What follows belongs to an exercise in optimizing a design on an open flow for small area; a production flow would make more cautious choices. In this exercise RTL edits were held to simulation tests only and were not proved equivalent to the original. No activity file was given, so power comes from the tool's default toggle rates. The clock port is modelled as an ideal driver; clocking choices that lean on that would not hold on a real chip.

==> flow/design.v <==
`timescale 1ns/100ps
package fprint_pkg;
	localparam int addr_width = 8;
	localparam int data_width = 32;
	localparam int num_phys_cores = 16;
	localparam int phys_width = $clog2(num_phys_cores);
	localparam int offset_width = addr_width - phys_width;
	localparam int task_width = 4;
	localparam int num_tasks = 2 ** task_width;
	localparam int crc_width = 32;
	localparam int half_width = crc_width / 2;
	localparam logic [offset_width-1:0] cs_offset = 0;
	localparam logic [offset_width-1:0] crc_offset = 1;
	localparam logic [offset_width-1:0] map_offset = 2;
	localparam int checkout_bit = 4;
	localparam int block_bit = 5;
endpackage
`timescale 1ns/100ps
`timescale 1ns/100ps
`timescale 1ns/100ps
`timescale 1ns/100ps
`timescale 1ns/100ps
module fprint_unit #(
	parameter int ram_addr_width = 4
) (
	input  logic                              clk,
	input  logic                              reset,
	input  logic [fprint_pkg::addr_width-1:0] address,
	input  logic                              write,
	input  logic [fprint_pkg::data_width-1:0] writedata,
	output logic                              waitrequest,
	output logic                              mismatch,
	output logic [fprint_pkg::task_width-1:0] mismatch_task,
	output logic                              verified,
	output logic [fprint_pkg::task_width-1:0] verified_task
);
	localparam int nslot = 14;
	localparam int ew    = 36;    
	typedef enum logic [3:0] {
		s_idle  = 4'd0,
		s_reg   = 4'd1,    
		s_drop  = 4'd2,    
		s_lo1   = 4'd3,    
		s_lo2   = 4'd4,
		s_hi1   = 4'd5,    
		s_hi2   = 4'd6,
		s_hi3   = 4'd7,
		s_hi4   = 4'd8,
		s_wr    = 4'd9,    
		s_wrp   = 4'd10,   
		s_v1    = 4'd11,   
		s_v2    = 4'd12,   
		s_v3    = 4'd13
	} state_t;
	state_t state;
	logic [3:0]  phys;
	logic [3:0]  offset;
	logic [3:0]  wr_task;
	logic [15:0] wr_half;
	logic        lc;
	logic        checked_out;
	logic        crc_sel;
	logic [15:0] map_q;
	logic        map_wr;
	logic        map_pend;
	logic [15:0] co0, co1, ci0, ci1;
	logic [15:0] cb;
	logic [15:0] dw, dv;
	logic        reg_cs, set_co, set_ci;
	logic        req;
	logic [3:0]  vtask;
	logic [15:0] lo_a, lo_b;
	logic        lo_ph;
	logic        lo_wr;
	logic [15:0] lo_sel;
	logic [ew-1:0] entry;
	logic [nslot-1:0][ew-1:0] ring;
	logic [3:0]  hp;         
	logic [3:0]  tp;         
	logic        empty;
	logic        leader;     
	logic        ins_pend;
	logic        is_pop;
	logic        ins0, ins1, ins2;
	logic        rd0, rd1, rd2;
	logic        rd_any;
	logic [ew-1:0] rd;
	logic        diff_q;
	logic [3:0]  mt_q;
	logic        start;
	assign phys    = address[7:4];
	assign offset  = address[3:0];
	assign wr_task = writedata[3:0];
	assign wr_half = writedata[31:16];
	assign crc_sel = (offset == 4'd1);
	assign lc          = map_q[{phys[3:1], phys[0] ^ lo_ph}];
	assign checked_out = lc ? co1[wr_task] : co0[wr_task];
	assign cb          = ci0 & ci1;
	assign start  = (state == s_idle) && write;
	assign is_pop = !empty && (leader != lc);
	always_ff @(posedge clk or posedge reset) begin
		if (reset) begin
			state <= s_idle;
		end else begin
			case (state)
				s_idle: begin
					if (write) begin
						if (!crc_sel)
							state <= s_reg;
						else if (!checked_out)
							state <= s_drop;
						else if (writedata[fprint_pkg::block_bit])
							state <= s_hi1;
						else
							state <= s_lo1;
					end else if (req) begin
						state <= s_v1;
					end
				end
				s_reg:   state <= s_wr;
				s_drop:  state <= s_wr;
				s_lo1:   state <= s_lo2;
				s_lo2:   state <= s_wr;
				s_hi1:   state <= s_hi2;
				s_hi2:   state <= s_hi3;
				s_hi3:   state <= s_hi4;
				s_hi4:   state <= is_pop ? s_wrp : s_wr;
				s_v1:    state <= s_v2;
				s_v2:    state <= s_v3;
				default: state <= s_idle;
			endcase
		end
	end
	assign waitrequest = !((state == s_wr) || (state == s_wrp));
	assign mismatch    = (state == s_wrp) && diff_q;
	assign mismatch_task = mt_q;
	assign verified      = (state == s_v2);
	assign verified_task = vtask;
	assign dw = 16'd1 << wr_task;
	assign dv = (state == s_v1) ? (16'd1 << vtask) : 16'd0;
	assign reg_cs  = (state == s_reg) && (offset == 4'd0);
	assign set_co  = reg_cs && writedata[fprint_pkg::checkout_bit];
	assign set_ci  = reg_cs && !writedata[fprint_pkg::checkout_bit];
	always_ff @(posedge clk) begin
		for (int k = 0; k < 8; k = k + 1) begin
			map_q[2*k]   <= reset ? 1'b0 : map_q[2*k+1];
			map_q[2*k+1] <= reset ? 1'b0 :
			                (map_wr && phys[3:1] == k[2:0]) ? writedata[0] : map_q[2*k];
		end
	end
	assign map_wr = ((state == s_reg && offset == 4'd2) || (state == s_wr && map_pend))
	                && (phys[0] == lo_ph);
	always_ff @(posedge clk) begin
		if (reset)
			map_pend <= 1'b0;
		else
			map_pend <= (state == s_reg) && (offset == 4'd2) && (phys[0] != lo_ph);
	end
	always_ff @(posedge clk) begin
		if (reset) begin
			co0 <= '0;
			co1 <= '0;
			ci0 <= '0;
			ci1 <= '0;
		end else begin
			co0 <= ~dv & (co0 | ({16{set_co && !lc}} & dw));
			co1 <= ~dv & (co1 | ({16{set_co &&  lc}} & dw));
			ci0 <= ~dv & (ci0 | ({16{set_ci && !lc}} & dw & co0));
			ci1 <= ~dv & (ci1 | ({16{set_ci &&  lc}} & dw & co1));
		end
	end
	function automatic logic [3:0] lowest_task(input logic [15:0] mask);
		lowest_task = '0;
		for (int i = 15; i >= 0; i = i - 1) begin
			if (mask[i])
				lowest_task = i[3:0];
		end
	endfunction
	always_ff @(posedge clk) begin
		if (reset) begin
			req <= 1'b0;
		end else if (req) begin
			if (state == s_v2)
				req <= 1'b0;
		end else if (state != s_v3 && empty && (|cb)) begin
			req <= 1'b1;
		end
	end
	always_ff @(posedge clk) begin
		if (!req && state != s_v3)
			vtask <= lowest_task(cb);
	end
	always_ff @(posedge clk) begin
		if (reset)
			lo_ph <= 1'b0;
		else
			lo_ph <= !lo_ph;
	end
	assign lo_wr = ((state == s_lo1) || (start && crc_sel && checked_out && !writedata[fprint_pkg::block_bit]))
	               && (lc == lo_ph);
	always_ff @(posedge clk) begin
		lo_a <= lo_b;
		lo_b <= lo_wr ? wr_half : lo_a;
	end
	assign lo_sel = (lc == lo_ph) ? lo_a : lo_b;
	assign entry  = {wr_half, lo_sel, wr_task};
	function automatic logic [3:0] step(input logic [3:0] p, input logic two);
		logic [3:0] n1;
		case (p)
			4'd13:   n1 = 4'd0;
			default: n1 = p + 4'd1;
		endcase
		case (n1)
			4'd13:   step = two ? 4'd0 : n1;
			default: step = two ? n1 + 4'd1 : n1;
		endcase
	endfunction
	assign ins0 = ins_pend && (tp == 4'd13);
	assign ins1 = ins_pend && (tp == 4'd4);
	assign ins2 = ins_pend && (tp == 4'd9);
	always_ff @(posedge clk) begin
		if (reset) begin
			hp       <= '0;
			tp       <= '0;
			empty    <= 1'b1;
			leader   <= 1'b0;
			ins_pend <= 1'b0;
		end else begin
			hp <= step(hp, state == s_hi4 && is_pop);
			tp <= step(tp, ins0 || ins1 || ins2);
			if (start && crc_sel && checked_out && writedata[fprint_pkg::block_bit] && !is_pop)
				ins_pend <= 1'b1;
			else if (ins0 || ins1 || ins2)
				ins_pend <= 1'b0;
			if (state == s_hi3 && !is_pop) begin
				empty  <= 1'b0;
				leader <= lc;
			end else if (state == s_hi4 && is_pop) begin
				empty  <= (step(hp, 1'b0) == tp);
			end
		end
	end
	always_ff @(posedge clk) begin
		for (int p = 0; p < nslot; p = p + 1)
			ring[p] <= ring[(p + nslot - 1) % nslot];
		if (ins0) ring[0]  <= entry;
		if (ins1) ring[5]  <= entry;
		if (ins2) ring[10] <= entry;
	end
	assign rd0 = (hp == 4'd0);
	assign rd1 = (hp == 4'd5);
	assign rd2 = (hp == 4'd10);
	assign rd_any = rd0 || rd1 || rd2;
	assign rd = ({ew{rd0}} & ring[0]) | ({ew{rd1}} & ring[5]) | ({ew{rd2}} & ring[10]);
	always_ff @(posedge clk) begin
		if (rd_any) begin
			diff_q <= (rd != entry);
			mt_q   <= lc ? rd[3:0] : wr_task;
		end
	end
endmodule
==> flow/flow/run.sh <==
#!/bin/bash
# Standard ORFS layout with three changes:
#  - synthesis is the standard flow's script with an area-oriented ABC mapping script
#    (flow/area_synth.tcl, flow/area.abc);
#  - the port buffers are the smallest buffer cell;
#  - clock tree synthesis clusters 30 sinks per leaf buffer and adds no dummy
#    loads.
# Runs in the standard flow's work folder. Each tool run's full output goes to a log here:
# synth.log (synthesis) and standard.log (the rest); ORFS's per-step logs stay
# under orfs/logs.
set -euo pipefail
W=$PWD
export FLOW_WORK=$W
export AREA_ABC_SCRIPT=$W/flow/area.abc
export BUFFER_PORTS_ARGS="-buffer_cell sky130_fd_sc_hd__buf_1"
export CTS_ARGS="-sink_clustering_enable -repair_clock_nets -sink_clustering_size 30 -sink_clustering_max_diameter 100 -dont_use_dummy_load"
# standard.sh with our synthesis script in place of synth_recipe.tcl
sed "s#SYNTH_SCRIPT=[^ ]*synth_recipe.tcl#SYNTH_SCRIPT=$W/flow/area_synth.tcl#" standard.sh > area_standard.sh
grep -q "SYNTH_SCRIPT=$W/flow/area_synth.tcl" area_standard.sh
bash area_standard.sh synth > synth.log 2>&1
bash standard.sh finish > standard.log 2>&1
==> flow/flow/area.abc <==
&get -n
&st
&syn2
&dch -f
&nf -a -R 1000
&put
==> flow/flow/area_synth.tcl <==
# The standard flow's synthesis script (synth_recipe.tcl, sourced unchanged), except that
# the ABC technology-mapping step runs flow/area.abc, an area-oriented script,
# in place of ORFS's speed script. Registers are mapped before ABC runs, so
# they come out as in the standard synthesis.
proc abc {args} {
  set keep {}
  set skip 0
  foreach a $args {
    if {$skip} { set skip 0; continue }
    if {$a in {-script -D -constr}} { set skip 1; continue }
    lappend keep $a
  }
  yosys abc -script $::env(AREA_ABC_SCRIPT) {*}$keep
}
source $::env(FLOW_WORK)/synth_recipe.tcl
==> flow/standard.sh <==
#!/bin/bash
# synth_recipe.tcl (not shown) runs the flow's synth.tcl, then flattens the netlist and writes it again
# the make line also repeats each setting of config.mk as NAME=value (left out here)
make -C /OpenROAD-flow-scripts/flow DESIGN_CONFIG=/design/flow/config.mk WORK_HOME=/design/flow/orfs CLKGATE_MAP_FILE= SYNTH_SCRIPT=/design/flow/synth_recipe.tcl "${@:-finish}"
==> flow/config.mk <==
export PLATFORM = sky130hd
export DESIGN_NAME = fprint_unit
export DESIGN_NICKNAME = fprint_unit
export VERILOG_FILES = /design/flow/design.v
export SDC_FILE = /design/flow/constraint.sdc
export NUM_CORES = 4
export LEC_CHECK = 0
export CAP_MARGIN = 20
export CORE_MARGIN = 2
export CORE_UTILIZATION = 40
export PLACE_DENSITY = 0.8
export SLEW_MARGIN = 20
==> flow/constraint.sdc <==
create_clock -name core_clock -period 5.0 [get_ports {clk}]
set_input_delay 1.0000 -clock core_clock [delete_from_list [all_inputs] [get_ports {clk}]]
set_output_delay 1.0000 -clock core_clock [all_outputs]
set_load 0.01 [all_outputs]
==> impl_metrics.toml, run 1 <==
[run_status]
status = "no timing/DRC/antenna violations"

[worst_setup_path]
critical_path_class = "in -> reg"
crit_buf_inv = 4
critPathTopFamily = "multiplexers"
cp_data_arrival_time_ns = 4.51
path_max_fanout = 28
cp_common_cell = "buf_4"
cp_cell_sequence = "buf_1 > xor2_1 > buf_4 > mux4_2 > mux2i_1 > o21ai_2 > buf_4 > mux2i_1 > o22ai_1 > nor3_1 > o31a_1 > nor3_1 > nand2_1 > a21oi_2 > buf_4 > mux2_1"
slowest_stage = "mux4_2"
worstSetupStartpointType = "primary input"
cp-end-kind = "register"
critical_path_required_ns = 5.48
crit_path_max_incr_delay_ns = 0.49

[pwr]
powerDensity_nw_per_um2 = 428
finalPower_uw = 8270
ir_drop_mv = 0.359
power.leakage_uw = 0.00740

[clock_tree]
hold_buffers = 0
post_cts_buffers = 0
numCtsBuffers = 25
cts_resized = 0
cts.sinks = 643
cts_max_path_buffers = 3
cts.clk_slew.worst_paths_ns = 0.11
tritoncts = "built"
clk-insertion-delay-late_ns = 0.59
cts_root_buf = "clkbuf_16"
h-tree-depth = 1

[floorplanning]
die_w_microns = 214
row_count = 76
start_util = 0.407
ioPinCount = 54
design.core.area_sq_um = 43300
die_area_sq_um = 45700
die_h_microns = 214

[detailed_routing]
num_vias = 10300
drc = 0
via_per_inst = 5.05
drtPass1Iterations = 6
drt_iter0_markers = 923
ant_nets = 0
drt_wl_total_microns = 33100
post_drt_wl_per_cell_microns = 16.2

[sta]
skew_ns = 0.0557
setup_viol = 0
setup_ws_ns = 0.969
holdWs_ns = 0.294
finalHoldViolCount = 0
min_period_ns = 4.03
fmax_mhz = 248
tightest_slew_ns = 0.837
post-route-period-util = 0.806
setup_tns_ns = 0
drv_slew = 0
relSlewSlack = 0.440
rsz0062_at_grt = "false"

[synthesis]
synthFlopType = "dfxtp_1"
synthTopCellsByArea = "dfxtp_1 (72%), mux2_1 (4.5%), nor2_1 (3.5%)"
yosysWarnings = 1
syn_avg_cell_area_sq_um = 12.9
ys_types = 45
synth_nets = 1413
synth_edf_count = 9
yosysMostFrequentCell = "dfxtp_1"
ys_top_cells_by_count = "dfxtp_1 (630), nor2_1 (162), a21oi_1 (104)"
async_flop_share = 0.00622
ys_ff_latch = 643
synth-seq-area-share = 0.738
yosysTopAreaCell = "dfxtp_1"
syn_inst = 1368
synth_area_sq_um = 17600
netlist.area_leader.share = 0.717

[grt]
grt_overflow = 0
grt_pass1_wl_microns = 52800
grt_start_max_net_pins = 55
grt.total_usage = 0.145
grt_pass1_vias = 10100
antenna_found_initial = 2

[worst_hold_path]
hold_path.class = "reg -> reg"

[flow_run]
maxCapViolCount = 0

[final_layout]
multi_input_area_sq_um = 4640
drive_gt1_frac = 0.0419
nFillCells = 3870
final_cells = 2042
nets = 1504
diodes = 0
syn_to_final_growth_pct = 9.91
regArea_sq_um = 13000

[placement]
io_buffers = 43
gp_congestion = 0.899
place_ws_ns = 0.430
dp_cells = 2017
dpl.hpwl_microns = 20700
## report_power, final
group          switching (uW)  internal (uW)
sequential                120           5290
combinational             348            206
clock                    1410            903
## cells by family after synthesis
logic type	after synthesis	share of synthesized area
xor gates and xnor gates	36	0.0179
muxes	113	0.0736
and+or+nand+nor	330	0.0816
adders and majority gates	2	0.00142
AOI/OAI and AO/OA	237	0.0860
DFF	643	0.738
buffers and inverters	7	0.00149
## routing by layer
layer  global-route usage  routed length (microns)  vias to the layer above  share of wire
met4               0.0335                      612                        2          0.018
li1                     -                        -                     4975              -
met1                0.196                    15200                     4983           0.46
met5                    0                       13                        -        0.00039
met3               0.0286                     2060                       46          0.062
met2                0.239                    15200                      297           0.46
## registers in the layout, summed over array words and instances, names as in the netlist, 4 cells and up
name / count
vtask: 4
tp: 4
co1: 16
lo_a: 16
co0: 16
mt_q: 4
hp: 4
ring: 504
lo_b: 16
ci1: 16
state: 4
map_q: 16
ci0: 16
## per-stage QoR
stage / cell area [sq um] / utilization
3_3_place_gp: 18700 / 0.432
3_5_place_dp: 18700 / 0.433
6_report: 19300 / 0.447
5_1_grt: 19300 / 0.447
4_1_cts: 19300 / 0.447
2_1_floorplan: 17600 / -
## cell usage in the layout (no fill, tap or decap), types with 7 or more instances in the layout
cell / instances
a21oi_1: 103
o22ai_1: 8
dfxtp_1: 630
mux2i_1: 36
xnor2_1: 29
buf_1: 43
mux2_1: 71
o21ai_0: 24
nand2_1: 70
nor3_1: 17
nor2b_1: 20
nand2b_1: 7
a211oi_1: 7
edfxtp_1: 9
clkinv_1: 7
nor4_1: 9
buf_4: 20
clkbuf_16: 25
a31oi_1: 35
nand3_1: 22
a222oi_1: 36
nor2_1: 161
## final cells by class
cell class / count / share of cell area
sequential: 643 / 0.671
multi-input combinational: 718 / 0.240
tap: 585 / 0.0378
clock buffer: 25 / 0.0323
timing repair buffer: 64 / 0.0171
inverter: 7 / 0.00136
## path summary, 6_finish.rpt
kind                                  from         to  slack [ns]  cells past startpoint
worst max register to register       lo_ph    lo_b[4]        0.99                     15
min in group asynchronous            reset   state[3]        0.70                      3
worst min-delay path             ring[134]  ring[170]        0.29                      0
worst min register to register   ring[134]  ring[170]        0.29                      0
max in group asynchronous            reset   state[2]        3.99                      3
worst max-delay path            address[4]    lo_b[4]        0.97                     16
==> run 2, diff against run 1 <==
==> flow/flow/run.sh (replaced) <==
#!/bin/bash
# Standard ORFS layout with three changes:
#  - synthesis is the standard flow's script with an area-oriented ABC mapping script
#    (flow/area_synth.tcl, flow/area.abc);
#  - the port buffers are the smallest buffer cell;
#  - clock tree synthesis clusters 33 sinks per leaf buffer and adds no dummy
#    loads.
# Runs in the standard flow's work folder. Each tool run's full output goes to a log here:
# synth.log (synthesis) and standard.log (the rest); ORFS's per-step logs stay
# under orfs/logs.
set -euo pipefail
W=$PWD
export FLOW_WORK=$W
export AREA_ABC_SCRIPT=$W/flow/area.abc
export BUFFER_PORTS_ARGS="-buffer_cell sky130_fd_sc_hd__buf_1"
export CTS_ARGS="-sink_clustering_enable -repair_clock_nets -sink_clustering_size 33 -sink_clustering_max_diameter 100 -dont_use_dummy_load"
# standard.sh with our synthesis script in place of synth_recipe.tcl
sed "s#SYNTH_SCRIPT=[^ ]*synth_recipe.tcl#SYNTH_SCRIPT=$W/flow/area_synth.tcl#" standard.sh > area_standard.sh
grep -q "SYNTH_SCRIPT=$W/flow/area_synth.tcl" area_standard.sh
bash area_standard.sh synth > synth.log 2>&1
bash standard.sh finish > standard.log 2>&1
==> run 2 against run 1 <==
Compared with the run above: critical path depth is 1 lower; clock-buffer cell count is 2 lower; flip-flop and latch count did not move; highest routed layer unchanged; still clean; clock skew down 0.0096 ns; sequential share of layout area rose by 0.17 points; first-iteration DRC count is 3.8% lower.
==> impl_metrics.toml, run 2 <==
[pwr]
p_seq_frac = 0.660
powerDensity_nw_per_um2 = 424
switchingPower_uw = 1860
power.internal_uw = 6330
clockPowerShare = 0.272
ir_drop_mv = 0.354
combinationalPowerShare = 0.067
swShare = 0.227
power.leakage_uw = 0.00738

[detailed_routing]
drc = 0
post_drt_wl_per_cell_microns = 16.2
drt_wl_total_microns = 33000
drt_iter0_markers = 888
drtPass1Iterations = 5
num_vias = 10200
ant_nets = 0
via_per_inst = 5.02

[grt]
antenna_found_initial = 1
grt_overflow = 0
grt_start_max_net_pins = 55
grt_pass1_vias = 10100
grt_pass1_wl_microns = 52400
grt.total_usage = 0.143

[synthesis]
ys_ff_latch = 643
synthFlopType = "dfxtp_1"
synth_nets = 1413
ys_top_cells_by_count = "dfxtp_1 (630), nor2_1 (162), a21oi_1 (104)"
ys_types = 45
netlist.area_leader.share = 0.717
synth-seq-area-share = 0.738
synth_area_sq_um = 17600
syn_avg_cell_area_sq_um = 12.9
synthTopCellsByArea = "dfxtp_1 (72%), mux2_1 (4.5%), nor2_1 (3.5%)"
yosysTopAreaCell = "dfxtp_1"
synth_edf_count = 9
yosysWarnings = 1
syn_inst = 1368
async_flop_share = 0.00622
yosysMostFrequentCell = "dfxtp_1"

[floorplanning]
die_h_microns = 214
start_util = 0.407
die_area_sq_um = 45700
die_w_microns = 214
ioPinCount = 54
design.core.area_sq_um = 43300
row_count = 76

[sta]
setup_tns_ns = 0
tightest_slew_ns = 0.810
rsz0062_at_grt = "false"
min_period_ns = 4.04
finalHoldViolCount = 0
fmax_mhz = 248
skew_ns = 0.0461
drv_slew = 0
setup_ws_ns = 0.960
post-route-period-util = 0.808
relSlewSlack = 0.458
setup_viol = 0

[worst_setup_path]
timing.rr.start = "lo_ph"
regToRegSetupSlack_ns = 0.96
startpoint = "lo_ph"
cp-end-kind = "register"
reg2reg_depth = 15
path_max_fanout = 28
crit_end = "lo_b[12]"
worstSetupStartpointType = "register"
critical_path_required_ns = 5.43
critical_path_class = "reg -> reg"
r2r-end = "lo_b[12]"
cp_data_arrival_time_ns = 4.47

[clock_tree]
cts_resized = 0
tritoncts = "built"
cts_root_buf = "clkbuf_16"
numCtsBuffers = 23
h-tree-depth = 1
clk-insertion-delay-late_ns = 0.58
cts.clk_slew.worst_paths_ns = 0.11
hold_buffers = 0
post_cts_buffers = 0
cts.sinks = 643
cts_max_path_buffers = 3

[final_layout]
diodes = 0
syn_to_final_growth_pct = 9.63
final_cells = 2040
largest_reg_flops = 504
nets = 1502
layout_commonest_cell = "dfxtp_1"
drive_gt1_frac = 0.0405
final_cell_mix = "dfxtp_1 (630), nor2_1 (161), a21oi_1 (103), mux2_1 (71), nand2_1 (70)"
largest-register = "ring"

[placement]
io_buffers = 43
gp_congestion = 0.899
place_ws_ns = 0.430
dpl.hpwl_microns = 20700
dp_cells = 2017

[run_status]
status = "no timing/DRC/antenna violations"

[flow_run]
maxCapViolCount = 0

[worst_hold_path]
hold_path.class = "reg -> reg"
## run 2: cell counts after synthesis
No cell type changed its count.
## run 2: worst max-delay path, stage by stage (launching register included)
cell,delay [ns]
dfxtp_1,0.51
xor2_1,0.19
buf_4,0.18
mux4_2,0.49
mux2i_1,0.19
o21ai_2,0.06
buf_4,0.27
mux2i_1,0.17
o22ai_1,0.17
nor3_1,0.09
o31a_1,0.36
nor3_1,0.25
nand2_1,0.11
a21oi_2,0.20
buf_4,0.30
mux2_1,0.37
## run 2: metal layers
layer	global-route usage	part of all wire	vias to the layer above	wire length [microns]
met3	0.0267	0.060	46	1980
met5	0	0.00036	-	12
met4	0.0350	0.021	2	699
met2	0.235	0.45	285	14900
li1	-	-	4975	-
met1	0.197	0.47	4932	15400
## run 2: how the worst min path moves through the flow
stage                   start        end  slack, ns  cells past startpoint
global placement    ring[317]  ring[353]       0.31                      0
CTS                 ring[436]  ring[472]       0.29                      0
global route        ring[135]  ring[171]       0.30                      0
finish               ring[47]   ring[83]       0.29                      0
floorplan            ring[64]  ring[100]       0.31                      0
detailed placement  ring[138]  ring[174]       0.31                      0
## run 2: per-stage QoR
step | power, uW | hold WS [ns] | area [sq um] | utilization
after global routing | 8480 | 0.297 | 19300 | 0.446
after global placement | 6030 | 0.310 | 18700 | 0.432
final | 8190 | 0.292 | 19300 | 0.446
after floorplan | 5860 | 0.310 | 17600 | -
after CTS | 8230 | 0.294 | 19300 | 0.446
after detailed placement | 6060 | 0.312 | 18700 | 0.433
## run 2: cell families after synthesis
group	synth area share
muxes	0.0736
and+or+nand+nor	0.0816
AOI/OAI and AO/OA	0.0860
buffers and inverters	0.00149
xor gates and xnor gates	0.0179
adders and majority gates	0.00142
DFF	0.738
## run 2: area by class of cell
cell class | instances | area, sq um
Multi-Input combinational cell | 718 | 4640
Fill cell | 3868 | 24000
Tap cell | 585 | 732
Timing Repair Buffer | 64 | 332
Inverter | 7 | 26.3
Clock buffer | 23 | 576
Sequential cell | 643 | 13000
## run 2: power groups by stage
stage	registers, uW	logic (uW)	clock network [uW]
after floorplan	5480	373	0
after global placement	5510	523	0
after detailed placement	5520	541	0
after CTS	5400	548	2270
after global routing	5430	609	2440
final	5410	551	2230
==> run 3, diff against run 2 <==
--- a/flow/config.mk
+++ b/flow/config.mk
@@ -7,6 +7,6 @@
 export LEC_CHECK = 0
 export CAP_MARGIN = 20
 export CORE_MARGIN = 2
-export CORE_UTILIZATION = 40
+export CORE_UTILIZATION = 65
 export PLACE_DENSITY = 0.8
 export SLEW_MARGIN = 20
==> run 3 against run 2 <==
Compared with the run above: still clean; sequential share of layout area grew 1.2 points; clock-buffer cell count unchanged; register-to-register slack better by 0.15 ns; synthesized cell count is the same; critical path depth unchanged; non-clock buffer count down 5; highest routed layer is now met4.
==> impl_metrics.toml, run 3 <==
[synthesis]
yosysWarnings = 1
ys_ff_latch = 643
ys_top_cells_by_count = "dfxtp_1 (630), nor2_1 (162), a21oi_1 (104)"
syn_avg_cell_area_sq_um = 12.9
syn_inst = 1368
yosysTopAreaCell = "dfxtp_1"
yosysMostFrequentCell = "dfxtp_1"
synth_edf_count = 9
synth_compound_area_frac = 0.0860
synthTopCellsByArea = "dfxtp_1 (72%), mux2_1 (4.5%), nor2_1 (3.5%)"
ys_types = 45
synthFlopType = "dfxtp_1"
yosys.area_share.xor_xnor = 0.0179
synth_top_family_by_area = "compound AO/OA/AOI/OAI gates"
synth-seq-area-share = 0.738
yosys.area_share.simple = 0.0816
synth_nets = 1413
synth_area_sq_um = 17600
async_flop_share = 0.00622
netlist.area_leader.share = 0.717
synth_fa_ha_area_frac = 0.00142
yosys-mux-area-fraction = 0.0736

[detailed_routing]
drt_iter0_markers = 798
post_drt_wl_per_cell_microns = 18.2
drc = 0
num_vias = 10200
drt_wl_total_microns = 32500
drtPass1Iterations = 6
via_per_inst = 5.70
ant_nets = 0

[sta]
holdWs_ns = 0.316
setup_tns_ns = 0
setup_viol = 0
post-route-period-util = 0.823
finalHoldViolCount = 0
fmax_mhz = 243
rsz0062_at_grt = "false"
skew_ns = 0.0381
drv_slew = 0
min_period_ns = 4.12
relSlewSlack = 0.337
tightest_slew_ns = 0.993

[final_layout]
final_cell_mix = "dfxtp_1 (630), nor2_1 (161), a21oi_1 (103), mux2_1 (71), nand2_1 (70)"
largest_reg_flops = 504
drive_gt1_frac = 0.0372
regArea_sq_um = 13000
layout_commonest_cell = "dfxtp_1"
largest-register = "ring"
diodes = 0
multi_input_area_sq_um = 4630
nFillCells = 1857
nets = 1497
syn_to_final_growth_pct = 7.72
design_area_sq_um = 19000

[floorplanning]
die_area_sq_um = 28400
row_count = 60
ioPinCount = 54
die_h_microns = 169
start_util = 0.656
design.core.area_sq_um = 26800
die_w_microns = 169

[pwr]
ir_drop_mv = 0.301
combinationalPowerShare = 0.068
finalPower_uw = 8160
clockPowerShare = 0.270
powerDensity_nw_per_um2 = 431
power.leakage_uw = 0.00736
p_seq_frac = 0.662
switchingPower_uw = 1830
swShare = 0.225
power.internal_uw = 6330

[run_status]
status = "no timing/DRC/antenna violations"

[clock_tree]
cts_root_buf = "clkbuf_16"
cts_resized = 0
clk-insertion-delay-late_ns = 0.56
cts_max_path_buffers = 3
h-tree-depth = 1
hold_buffers = 0
post_cts_buffers = 0
numCtsBuffers = 23
tritoncts = "built"
cts.sinks = 643
cts.clk_slew.worst_paths_ns = 0.11

[worst_setup_path]
cp_cell_sequence = "buf_1 > mux4_2 > mux2_1 > nand2_1 > o21ai_2 > buf_4 > mux2i_1 > o22ai_1 > nor3_1 > o31a_1 > nor3_1 > nand2_1 > a21oi_2 > buf_12 > mux2_1"
slowest_stage = "mux4_2"
cp_data_arrival_time_ns = 4.54
critical_path_required_ns = 5.43
critical_path_class = "in -> reg"
crit_path_max_incr_delay_ns = 0.57
path_max_fanout = 28
worstSetupStartpointType = "primary input"
startpoint = "address[5]"
crit_buf_inv = 3
timing.rr.start = "lo_ph"
critPathTopFamily = "multiplexers"
cp-end-kind = "register"

[grt]
grt_start_max_net_pins = 55
grt_pass1_wl_microns = 52400
grt.total_usage = 0.230
grt_overflow = 0
antenna_found_initial = 0
grt_pass1_vias = 10200

[flow_run]
maxCapViolCount = 0

[placement]
dpl.hpwl_microns = 20200
io_buffers = 43
gp_congestion = 0.916
place_area_sq_um = 18400

[worst_hold_path]
hold_start = "ring[304]"
hold_path.class = "reg -> reg"
-- run 3: cell count changes in the layout (fill, tap and decap cells not counted) --
cell and change:
buf_4 -6, buf_12 +1, nor3_2 +1, nor3_4 -1
-- run 3: stage by stage --
| stage | std cells | setup WS, ns | util |
|---|---|---|---|
| 6_report | 1791 | 0.883 | 0.707 |
| 5_1_grt | 1791 | 0.691 | 0.707 |
| 4_1_cts | 1791 | 0.914 | 0.707 |
| 3_5_place_dp | 1768 | 0.363 | 0.686 |
| 3_3_place_gp | 1768 | 0.413 | 0.686 |
| 2_1_floorplan | 1368 | 0.0154 | - |
-- run 3: worst paths after layout --
| path | cells past startpoint | to | slack [ns] |
|---|---|---|---|
| setup / recovery | 15 | lo_b[1] | 0.88 |
| hold / removal | 0 | ring[340] | 0.32 |
| setup reg to reg | 15 | lo_b[1] | 1.11 |
| hold reg to reg | 0 | ring[340] | 0.32 |
| max in group asynchronous | 3 | state[2] | 3.97 |
| min in group asynchronous | 3 | state[0] | 0.72 |
-- run 3: final cells by class --
cell class | count | share of cell area
flip-flops and latches | 643 | 0.685
repair buffers | 59 | 0.0162
multi-input cells | 718 | 0.245
inverters | 7 | 0.00139
clock buffers | 23 | 0.0304
well taps | 341 | 0.0225
-- run 3: power groups by stage --
stage	Sequential [uW]	Clock, uW	Combinational (uW)
after detailed placement	5520	0	548
after floorplan	5480	0	373
after global placement	5510	0	527
after CTS	5400	2250	554
final	5400	2200	555
after global routing	5430	2420	609
-- run 3: kinds of logic (layout without fill, tap and decap cells) --
logic type	count (synthesis)	in the layout
AO/OA/AOI/OAI	237	237
buffers and inverters	7	89
XOR/XNOR	36	36
adder cells (fa/ha/maj)	2	2
multiplexers	113	113
AND/OR/NAND/NOR	330	330
flip-flops	643	643
-- run 3: routing by layer --
layer	GRT usage	routed length (microns)	vias to the layer above
met5	0	0	-
met4	0.0603	697	0
met3	0.0285	1840	49
met2	0.379	15000	299
met1	0.327	15000	4899
li1	-	-	4963

[port drivers added, routing unchanged]
Ports are ideal in the flow. The routed layouts listed here were re-timed in OpenROAD.
Step 1: set_driving_cell puts a clkbuf_16 on clk and a buf_2 on each other input, an assumption about the parent block.
Step 2 times the ports against the registers' clock, not the clock port: input delays grow and output delays shrink by t, the midpoint of the rising clock arrivals with the driver on.
Slacks: no drivers / after step 1 / after step 2; pairs: no drivers / after step 1.
| run | t, ns | setup WS [ns] | slew at the worst register clock pin (ns) |
|---|---|---|---|
| run 1 | 0.607 | 0.969 / 0.990 / 0.385 | 0.11 / 0.11 |
| run 2 | 0.607 | 0.960 / 0.960 / 0.379 | 0.12 / 0.12 |
| run 3 | 0.585 | 0.883 / 0.906 / 0.321 | 0.12 / 0.12 |
After both steps setup and hold are still met in every run listed. The setup slack of run 1, which loses most, moves by +0.021 ns with the drivers and by -0.584 ns with both steps.
